This is an optimization exercise on Yosys and OpenROAD, whose aim is small area, a short achievable clock period and few clock cycles per item, not a production implementation. Only simulation tests tie the RTL to the original design; equivalence was not proved. No driver is modelled on the clock port, so clocking that relies on it looks cheaper here than on a real chip. No activity file was given, so power comes from the tool's default toggle rates.

// iq_corr_accum
module iq_corr_accum
#(
    parameter int LOG2_N = 4
) (
    input  logic               clk,
    input  logic               rst_n,
    input  logic               clr,
    input  logic               s_valid,
    output logic               s_ready,
    input  logic signed [15:0] s_xi,
    input  logic signed [15:0] s_xq,
    input  logic signed [15:0] s_ri,
    input  logic signed [15:0] s_rq,
    output logic               m_valid,
    input  logic               m_ready,
    output logic signed [63:0] m_wi,
    output logic signed [63:0] m_wq,
    output iq_corr_pkg::slot_state_t o_dbg_slot
);
clock: 8.5 ns
lec_check: 0
abc_clock_period_in_ps: 4000
cap_margin: 20
core_margin: 2
core_utilization: 40
cts_cluster_diameter: 100
cts_cluster_size: 30
hold_slack_margin: 0.2
slew_margin: 20
synth_hierarchical: 1
synth_minimum_keep_size: 0
standard.sh (not shown) runs the stock make flow with config.mk's settings and CLKGATE_MAP_FILE= SYNTH_SCRIPT=/design/flow/synth_recipe.tcl, a recipe that flattens the netlist after the stock synthesis.
==> flow/flow/run.sh <==
#!/bin/bash
# The standard layout (standard.sh) with two changes:
#  - the port buffers are plain buffers (buf_1) instead of the delay cells buffer_ports picks
#    by default, which the repair steps then cannot resize;
#  - after clock tree synthesis, skew.tcl delays the clock of the accumulator registers (useful
#    skew for the register-to-register multiply-accumulate paths), and timing repair aims at the
#    shorter period only from then on.
# Each step's full output goes to a log file of its own here.
set -euo pipefail
export BUFFER_PORTS_ARGS="-buffer_cell sky130_fd_sc_hd__buf_1"
SETUP_SLACK_MARGIN=0 bash standard.sh cts > flow_to_cts.log 2>&1
R=orfs/results/$FLOW_PLATFORM/iq_corr_accum/base
printf 'read_db %s\nsource flow/skew.tcl\n' "$R/4_cts.odb" > skew_run.tcl
SKEW_DB="$R/4_cts.odb" SKEW_CELLS="sky130_fd_sc_hd__clkdlybuf4s50_1 sky130_fd_sc_hd__clkbuf_16" \
  openroad -no_init -exit skew_run.tcl > skew.log 2>&1
SETUP_SLACK_MARGIN=4.75 bash standard.sh finish > flow_finish.log 2>&1
Other scripts of this flow, unchanged in this note and not shown: flow/flow/skew.tcl
Testbench counts at the start, summed over its fixed seeds: cycles 3,090, items 3,072.
Rerun with:
--- a/flow/flow/run.sh
+++ b/flow/flow/run.sh
@@ -13,4 +13,4 @@
 printf 'read_db %s\nsource flow/skew.tcl\n' "$R/4_cts.odb" > skew_run.tcl
-SKEW_DB="$R/4_cts.odb" SKEW_CELLS="sky130_fd_sc_hd__clkdlybuf4s50_1 sky130_fd_sc_hd__clkbuf_16" \
+SKEW_DB="$R/4_cts.odb" SKEW_CELLS="sky130_fd_sc_hd__clkdlybuf4s50_1 sky130_fd_sc_hd__clkbuf_8" \
   openroad -no_init -exit skew_run.tcl > skew.log 2>&1
-SETUP_SLACK_MARGIN=4.75 bash standard.sh finish > flow_finish.log 2>&1
+SETUP_SLACK_MARGIN=4.65 bash standard.sh finish > flow_finish.log 2>&1
- CORE_UTILIZATION: 40 -> 50
- CTS_CLUSTER_DIAMETER: 100 -> not set
- CTS_CLUSTER_SIZE: 30 -> not set
- PLACE_DENSITY: not set -> 0.62
=>
- die area is lower by about a fifth
- global-route usage climbs by 7.6 points
- sequential share of layout area decreases by 0.39 points
- area after synthesis is unchanged
Rerun with:
- CORE_UTILIZATION: 50 -> 40
- PLACE_DENSITY: 0.62 -> not set
Design area went up slightly.
Sequential cell count stays the same.
Setup slack barely changes.
Sequential share of layout area barely changes.
Utilization went down by 11 points.
Clock power went down by a few percent.
Routed wire length went down by a few percent.
Die area went up by a quarter to a third.
Non-clock buffer count went down by 2.
Via count went down by a few percent.
Clock skew hardly moves.
Rerun with:
- HOLD_SLACK_MARGIN: 0.2 -> not set
What happened: Wire length hardly moves; clock power stays flat; final cell count barely changes; sequential power is about the same; power hardly moves; area after synthesis is unchanged; setup slack barely changes; first-iteration DRC count is higher by 3.8%; combinational power stays flat; fmax hardly moves.

--- another note on this design; it stands on its own ---

==> trial 40: inputs <==
==> flow/design.v (excerpt) <==
module iq_corr_accum
#(
    parameter int LOG2_N = 4
) (
    input  logic               clk,
    input  logic               rst_n,
    input  logic               clr,
    input  logic               s_valid,
    output logic               s_ready,
    input  logic signed [15:0] s_xi,
    input  logic signed [15:0] s_xq,
    input  logic signed [15:0] s_ri,
    input  logic signed [15:0] s_rq,
    output logic               m_valid,
    input  logic               m_ready,
    output logic signed [63:0] m_wi,
    output logic signed [63:0] m_wq,
    output iq_corr_pkg::slot_state_t o_dbg_slot
);
clock: 8.5 ns
lec_check: 0
abc_clock_period_in_ps: 4000
cap_margin: 20
core_margin: 2
core_utilization: 40
setup_slack_margin: 4.45
slew_margin: 20
synth_hierarchical: 1
synth_minimum_keep_size: 0
standard.sh (not shown) runs the stock make flow with config.mk's settings and CLKGATE_MAP_FILE= SYNTH_SCRIPT=/design/flow/synth_recipe.tcl, a recipe that flattens the netlist after the stock synthesis.
==> flow/flow/run.sh <==
#!/bin/bash
# The standard layout (standard.sh), except that the port buffers placed before global placement
# are plain buffers (buf_2) instead of the delay cells buffer_ports picks by default, which the
# repair steps then cannot resize. Every make step's full output goes to flow.log here.
set -euo pipefail
export BUFFER_PORTS_ARGS="-buffer_cell sky130_fd_sc_hd__buf_2"
bash standard.sh finish > flow.log 2>&1
==> inputs of trial 77, as changes to trial 40 <==
--- a/flow/config.mk
+++ b/flow/config.mk
@@ -7,3 +7,3 @@
 export LEC_CHECK = 0
-export ABC_CLOCK_PERIOD_IN_PS = 4000
+export ABC_CLOCK_PERIOD_IN_PS = 4200
 export CAP_MARGIN = 20
@@ -11,3 +11,4 @@
 export CORE_UTILIZATION = 40
-export SETUP_SLACK_MARGIN = 4.45
+export CTS_BUF_LIST = sky130_fd_sc_hd__clkbuf_4 sky130_fd_sc_hd__clkbuf_8
+export SETUP_SLACK_MARGIN = 4.3
 export SLEW_MARGIN = 20
==> summary of the runs <==
Against trial 40, the design area of trial 77 is smaller by about 3.3%. Core utilization: trial 77 is lower than trial 40 (1.5 points). Critical path depth is the same in trial 40 and trial 77. In total power, trial 77 and trial 40 hardly differ. In trial 40 the first-iteration DRC count is larger than in trial 77, by about 20%. In clock power, trial 40 and trial 77 hardly differ. Between trial 40 and trial 77, the lower worst setup slack is in trial 77 (gap 100 ps).
==> figures <==
quantity	trial 77	trial 40
Clock Network Area Fraction	3.61%	3.44%
Final instance count without filler cells	4,195	4,219
Total global-route track usage	24.4%	24.8%
First-pass GRT wire length	161,000 µm	164,000 µm
Outcome	no timing/DRC/antenna violations	no timing/DRC/antenna violations
Power dissipated by switching net loads	7.30 mW	7.27 mW
Layout-to-synthesis area ratio	1.119x	1.157x
Number of antenna violations at the first check in global routing	3	0
Avg WL per Cell	27.5 µm	27.3 µm
Power of the sequential group	2.96 mW	2.93 mW
Final critical-path setup slack	4360 ps	4460 ps
Footprint of the multi-input gates	0.0252 mm²	0.0253 mm²
Met2 demand-to-capacity share in global routing	37.6%	37.6%
Post-route cell area	0.0383 mm²	0.0396 mm²
Detailed placer's ending HPWL	67,400 µm	68,000 µm
Testbench counts of trial 40, summed over its fixed seeds: cycles 3,090, items 3,072.
Testbench counts of trial 77, summed over its fixed seeds: cycles 3,090, items 3,072.

[re-timing with driven ports]
How much do the figures lean on ideal ports? The routed layouts below were timed once more, with nothing changed but the port constraints. Step 1, drivers: a clkbuf_16 drives clk and a buf_2 each remaining input, both assumed. Step 2, shift: input delay + t, output delay - t, t = (earliest + latest rising clock arrival at the registers) / 2. This alone moves slack from input paths to output paths. Three values: ideal ports, drivers, drivers and shift; two values: the first two.
run | shift t [ns] | setup WS [ns] | latest minus earliest clock arrival (ns) | worst register clock-pin slew, ns
the first run of note 1 | 0.940 | 4.708 / 4.669 / 4.669 | 0.731 / 0.730 | 0.12 / 0.12
the second run of note 1 | 0.953 | 4.686 / 4.650 / 4.650 | 0.684 / 0.684 | 0.07 / 0.07
the third run of note 1 | 0.958 | 4.684 / 4.661 / 4.661 | 0.685 / 0.685 | 0.08 / 0.08
the fourth run of note 1 | 0.959 | 4.683 / 4.661 / 4.661 | 0.687 / 0.687 | 0.07 / 0.07
trial 40 | 0.647 | 4.457 / 4.448 / 4.448 | 0.033 / 0.033 | 0.07 / 0.07
trial 77 | 0.754 | 4.356 / 4.356 / 4.356 | 0.080 / 0.080 | 0.08 / 0.08
Clock arrivals are far apart in the first run of note 1, the second run of note 1, the third run of note 1 and the fourth run of note 1, so t is only a midpoint there and step 2 fits no single register. For the first run of note 1, which loses most, drivers alone change the setup slack by -0.039 ns; drivers and shift together by -0.039 ns.
